Background: an optimization exercise with open tools, aiming at small area. Do not read the settings as production practice. At most, simulation tests tie the RTL to the original design; equivalence was not proved.

== job 2986 ==
==> flow/design.v <==
`default_nettype none
package wb_pkg;
	localparam int ADDR_W = 32;
	localparam int DATA_W = 64;
	localparam int OFFSET_W = 3;
	localparam int ID_W = 4;
	localparam int LINE_W = ADDR_W + DATA_W;
	typedef logic [ADDR_W-1:0] addr_t;
	typedef logic [DATA_W-1:0] data_t;
	typedef logic [ID_W-1:0] axi_id_t;
	typedef enum logic {
		WBQ_IDLE,	 
		WBQ_READY	 
	} wbq_state_t;
endpackage
`default_nettype wire
`default_nettype none
module wb_subsys #(
	parameter int NUM_BANKS  = 4,
	parameter int FIFO_DEPTH = 4
) (
	input  logic            clk,
	input  logic            rst_n,
	input  logic            evict_i,
	input  wb_pkg::addr_t   evict_addr_i,
	input  wb_pkg::data_t   evict_data_i,
	output logic            evict_afull_o,
	output wb_pkg::axi_id_t awid_o,
	output wb_pkg::addr_t   awaddr_o,
	output logic            awvalid_o,
	input  logic            awready_i,
	output wb_pkg::axi_id_t wid_o,
	output wb_pkg::data_t   wdata_o,
	output logic            wvalid_o,
	input  logic            wready_i
);
	localparam int N     = 10;	 
	localparam int HI_W  = wb_pkg::ADDR_W - 5;	 
	localparam int ENT_W = HI_W + wb_pkg::DATA_W;
	logic [2:0]     cnt_q [4];	 
	logic [3:0]     req_q;	 
	logic [1:0]     last_q;	 
	logic           locked_q;
	logic [N-1:0]   v_q;
	logic [1:0]     bank_q [N];
	logic [1:0]     pos_q  [N];
	logic [ENT_W-1:0] mem  [N];
	logic [1:0] pick;
	logic       found;
	logic [1:0] sel;
	logic       valid;
	logic       handshake;
	logic [3:0] gnt;
	always_comb begin
		pick  = last_q;
		found = 1'b0;
		for (int l = 0; l < 4; l++) begin
			if (last_q == 2'(l)) begin
				for (int i = 1; i <= 4; i++) begin
					if (!found && req_q[(l + i) % 4]) begin
						pick  = 2'((l + i) % 4);
						found = 1'b1;
					end
				end
			end
		end
	end
	assign sel       = locked_q ? last_q : pick;
	assign valid     = locked_q || found;
	assign handshake = valid && awready_i && wready_i;
	always_comb begin
		for (int k = 0; k < 4; k++) gnt[k] = handshake && (sel == 2'(k));
	end
	always_ff @(posedge clk) begin
		if (!rst_n) begin
			last_q   <= '0;
			locked_q <= 1'b0;
		end else if (valid) begin
			last_q   <= sel;
			locked_q <= !handshake;
		end
	end
	logic [1:0]   pb;
	logic [2:0]   pcnt;
	logic         push;
	logic [3:0]   push_k;
	logic [N-1:0] we;
	logic [1:0]   new_pos;
	assign pb   = evict_addr_i[4:3];
	assign pcnt = cnt_q[pb];
	assign push = evict_i && !(pcnt[2] && !pcnt[0]);	 
	always_comb begin
		for (int k = 0; k < 4; k++) push_k[k] = push && (pb == 2'(k));
	end
	assign new_pos = gnt[pb] ? {pcnt[2], pcnt[1]} : {pcnt[1], pcnt[0] && !pcnt[2]};
	always_comb begin
		logic taken;
		taken = 1'b0;
		for (int i = 0; i < N; i++) begin
			we[i] = push && !v_q[i] && !taken;
			taken = taken || !v_q[i];
		end
	end
	always_ff @(posedge clk) begin
		for (int k = 0; k < 4; k++) begin
			if (!rst_n) begin
				cnt_q[k] <= '0;
				req_q[k] <= 1'b0;
			end else begin
				if (push_k[k] && !gnt[k]) begin
					cnt_q[k] <= {cnt_q[k][1], cnt_q[k][0], !cnt_q[k][2]};
				end else if (gnt[k] && !push_k[k]) begin
					cnt_q[k] <= {!cnt_q[k][0], cnt_q[k][2], cnt_q[k][1]};
				end
				req_q[k] <= req_q[k] ? !gnt[k] : (cnt_q[k][0] || cnt_q[k][1]);
			end
		end
	end
	assign evict_afull_o = cnt_q[0][2] || cnt_q[1][2] || cnt_q[2][2] || cnt_q[3][2];
	logic [N-1:0] mine;	 
	logic [N-1:0] hit;	 
	always_comb begin
		for (int i = 0; i < N; i++) begin
			mine[i] = (bank_q[i] == sel);
			hit[i]  = v_q[i] && mine[i] && pos_q[i] == 2'b00;
		end
	end
	always_ff @(posedge clk) begin
		for (int i = 0; i < N; i++) begin
			if (!rst_n) begin
				v_q[i] <= 1'b0;
			end else if (we[i]) begin
				v_q[i] <= 1'b1;
			end else if (hit[i] && handshake) begin
				v_q[i] <= 1'b0;
			end
		end
	end
	always_ff @(posedge clk) begin
		for (int i = 0; i < N; i++) begin
			if (we[i]) begin
				bank_q[i] <= pb;
				pos_q[i]  <= new_pos;
			end else if (mine[i] && handshake) begin
				pos_q[i]  <= {!pos_q[i][0], pos_q[i][1]};	 
			end
		end
	end
	always_ff @(posedge clk) begin
		for (int i = 0; i < N; i++) begin
			if (we[i]) mem[i] <= {evict_addr_i[wb_pkg::ADDR_W-1:5], evict_data_i};
		end
	end
	logic [ENT_W-1:0] line;
	for (genvar j = 0; j < ENT_W; j++) begin : g_line
		logic [N-1:0] col;
		for (genvar i = 0; i < N; i++) begin : g_col
			assign col[i] = mem[i][j];
		end
		wb_line_mux #(.N(N)) u_mux (.hit_i(hit), .d_i(col), .q_o(line[j]));
	end
	assign awvalid_o = valid;
	assign wvalid_o  = valid;
	assign awid_o    = wb_pkg::axi_id_t'(sel);
	assign wid_o     = wb_pkg::axi_id_t'(sel);
	assign awaddr_o  = {line[wb_pkg::DATA_W +: HI_W], sel, 3'b000};
	assign wdata_o   = line[wb_pkg::DATA_W-1:0];
endmodule
`default_nettype wire
`default_nettype none
module wb_line_mux #(
	parameter int N = 10
) (
	input  logic [N-1:0] hit_i,
	input  logic [N-1:0] d_i,
	output logic         q_o
);
	logic [3:0] t_n;
	wb_aoi3 u_t0 (.s_i(hit_i[2:0]), .d_i(d_i[2:0]), .y_no(t_n[0]));
	wb_aoi3 u_t1 (.s_i(hit_i[5:3]), .d_i(d_i[5:3]), .y_no(t_n[1]));
	wb_aoi3 u_t2 (.s_i(hit_i[8:6]), .d_i(d_i[8:6]), .y_no(t_n[2]));
	assign t_n[3] = !(hit_i[9] && d_i[9]);
	wb_nand4 u_or (.a_i(t_n), .y_no(q_o));
endmodule
module wb_aoi3 (
	input  logic [2:0] s_i,
	input  logic [2:0] d_i,
	output logic       y_no
);
	assign y_no = !(|(s_i & d_i));
endmodule
module wb_nand4 (
	input  logic [3:0] a_i,
	output logic       y_no
);
	assign y_no = !(&a_i);
endmodule
`default_nettype wire
clock: 6.0 ns
lec_check: 0
cap_margin: 0
core_margin: 2
core_utilization: 40
cts_buf_list: sky130_fd_sc_hd__clkbuf_8
slew_margin: 0
synth_hierarchical: 1
synth_minimum_keep_size: 0
standard.sh (not shown) runs the stock make flow with config.mk's settings and CLKGATE_MAP_FILE= SYNTH_SCRIPT=/design/flow/synth_recipe.tcl, a recipe that flattens the netlist after the stock synthesis.
==> flow/flow/run.sh <==
#!/bin/bash
# Standard ORFS layout with two changes: port buffers use the smallest buffer
# cell, and CTS uses larger sink clusters without dummy loads.
set -o pipefail
export BUFFER_PORTS_ARGS="-buffer_cell sky130_fd_sc_hd__buf_1"
export CTS_ARGS="-sink_clustering_enable -repair_clock_nets -buf_list sky130_fd_sc_hd__clkbuf_8 -sink_clustering_size 18 -sink_clustering_max_diameter 60 -dont_use_dummy_load"
bash standard.sh > standard.log 2>&1
Per the final summary, job 2986 finished and its layout is clean on timing, DRC and antenna.
Inputs modified between job 2986 and job 5189:
--- a/flow/design.v
+++ b/flow/design.v
@@ -77,33 +77,55 @@
 			locked_q <= 1'b0;
 		end else if (valid) begin
 			last_q   <= sel;
 			locked_q <= !handshake;
 		end
 	end
+	logic [N-1:0] mine;	 
+	logic [N-1:0] head;	 
+	always_comb begin
+		for (int i = 0; i < N; i++) begin
+			mine[i] = (bank_q[i] == sel);
+			head[i] = v_q[i] && pos_q[i] == 2'b00;
+		end
+	end
 	logic [1:0]   pb;
 	logic [2:0]   pcnt;
 	logic         push;
 	logic [3:0]   push_k;
 	logic [N-1:0] we;
+	logic [N-1:0] first_free;	 
 	logic [1:0]   new_pos;
 	assign pb   = evict_addr_i[4:3];
 	assign pcnt = cnt_q[pb];
 	assign push = evict_i && !(pcnt[2] && !pcnt[0]);	 
 	always_comb begin
 		for (int k = 0; k < 4; k++) push_k[k] = push && (pb == 2'(k));
 	end
 	assign new_pos = gnt[pb] ? {pcnt[2], pcnt[1]} : {pcnt[1], pcnt[0] && !pcnt[2]};
+	logic [ENT_W-1:0] line_in;
+	assign line_in = {evict_addr_i[wb_pkg::ADDR_W-1:5], evict_data_i};
 	always_comb begin
 		logic taken;
 		taken = 1'b0;
 		for (int i = 0; i < N; i++) begin
-			we[i] = push && !v_q[i] && !taken;
+			first_free[i] = !v_q[i] && !taken;
 			taken = taken || !v_q[i];
 		end
 	end
+	localparam int NG = 3;
+	localparam int GW = (ENT_W + NG - 1) / NG;
+	logic [N-1:0] we_g  [NG];
+	logic [N-1:0] hit_g [NG];
+	for (genvar g = 0; g < NG; g++) begin : g_grp
+		for (genvar i = 0; i < N; i++) begin : g_ent
+			wb_and2 u_we  (.a_i(push),     .b_i(first_free[i]), .y_o(we_g[g][i]));
+			wb_and2 u_hit (.a_i(head[i]),  .b_i(mine[i]),       .y_o(hit_g[g][i]));
+		end
+	end
+	assign we  = we_g[0];
 	always_ff @(posedge clk) begin
 		for (int k = 0; k < 4; k++) begin
 			if (!rst_n) begin
 				cnt_q[k] <= '0;
 				req_q[k] <= 1'b0;
 			end else begin
@@ -114,20 +136,14 @@
 				end
 				req_q[k] <= req_q[k] ? !gnt[k] : (cnt_q[k][0] || cnt_q[k][1]);
 			end
 		end
 	end
 	assign evict_afull_o = cnt_q[0][2] || cnt_q[1][2] || cnt_q[2][2] || cnt_q[3][2];
-	logic [N-1:0] mine;	 
 	logic [N-1:0] hit;	 
-	always_comb begin
-		for (int i = 0; i < N; i++) begin
-			mine[i] = (bank_q[i] == sel);
-			hit[i]  = v_q[i] && mine[i] && pos_q[i] == 2'b00;
-		end
-	end
+	assign hit = hit_g[0];
 	always_ff @(posedge clk) begin
 		for (int i = 0; i < N; i++) begin
 			if (!rst_n) begin
 				v_q[i] <= 1'b0;
 			end else if (we[i]) begin
 				v_q[i] <= 1'b1;
@@ -145,22 +161,26 @@
 				pos_q[i]  <= {!pos_q[i][0], pos_q[i][1]};	 
 			end
 		end
 	end
 	always_ff @(posedge clk) begin
 		for (int i = 0; i < N; i++) begin
-			if (we[i]) mem[i] <= {evict_addr_i[wb_pkg::ADDR_W-1:5], evict_data_i};
+			for (int g = 0; g < NG; g++) begin
+				for (int j = g * GW; j < (g + 1) * GW && j < ENT_W; j++) begin
+					if (we_g[g][i]) mem[i][j] <= line_in[j];
+				end
+			end
 		end
 	end
 	logic [ENT_W-1:0] line;
 	for (genvar j = 0; j < ENT_W; j++) begin : g_line
 		logic [N-1:0] col;
 		for (genvar i = 0; i < N; i++) begin : g_col
 			assign col[i] = mem[i][j];
 		end
-		wb_line_mux #(.N(N)) u_mux (.hit_i(hit), .d_i(col), .q_o(line[j]));
+		wb_line_mux #(.N(N)) u_mux (.hit_i(hit_g[j / GW]), .d_i(col), .q_o(line[j]));
 	end
 	assign awvalid_o = valid;
 	assign wvalid_o  = valid;
 	assign awid_o    = wb_pkg::axi_id_t'(sel);
 	assign wid_o     = wb_pkg::axi_id_t'(sel);
 	assign awaddr_o  = {line[wb_pkg::DATA_W +: HI_W], sel, 3'b000};
@@ -193,6 +213,15 @@
 	input  logic [3:0] a_i,
 	output logic       y_no
 );
 	assign y_no = !(&a_i);
 endmodule
 `default_nettype wire
+`default_nettype none
+module wb_and2 (
+	input  logic a_i,
+	input  logic b_i,
+	output logic y_o
+);
+	assign y_o = a_i && b_i;
+endmodule
+`default_nettype wire
==> comparison <==
Both conditions hold for job 5189: the flow ran to the end and the final layout passed the timing, design-rule and antenna checks. Smallest hold slack (higher): job 5189. Between job 2986 and job 5189, sum of met3 wire segment lengths after detailed routing decreased. wdata_o[36] as the capturing element of the worst setup path was reported by job 2986, and awaddr_o[21] by job 5189. Per the comparison of job 5189 with job 2986, die outline area went up about 1.2%; clock skew grew by 0.055 ns; non-clock buffer count climbed 9; filler-free cell count of the finished design saw an increase. Taking job 2986 as the reference, in job 5189 sum of buffers and inverters on the critical path went up 1; global placer's final weighted congestion now sits higher; total routed wirelength closely matched the old numbers; worst setup slack went up by 0.10 ns.
For job 5189, only the layout was checked, not whether the RTL still works.

afterwards: timing with drivers on the ports:
How much do the figures lean on ideal ports? The routed layouts below were timed once more, with nothing changed but the port constraints. Step 1 (the two cells are an assumption about what drives the block):
set clk [get_ports {clk}]
set_driving_cell -lib_cell sky130_fd_sc_hd__clkbuf_16 $clk
set_driving_cell -lib_cell sky130_fd_sc_hd__buf_2 [delete_from_list [all_inputs] $clk]
Step 2 moves the port delays by t, midway between the first and last clock arrival at a register: inputs arrive t later, outputs are due t later. That takes back most of the time a late clock gives input paths. a / b / c = no drivers / after step 1 / after step 2; a / b = the first two.
run	t, ns	setup WS [ns]	worst slew at a driven data input, ns
job 2986	0.724	0.514 / 0.452 / 1.176	0.14
job 5189	0.726	0.615 / 0.554 / 1.280	0.12
After both steps every run listed still meets setup and hold.
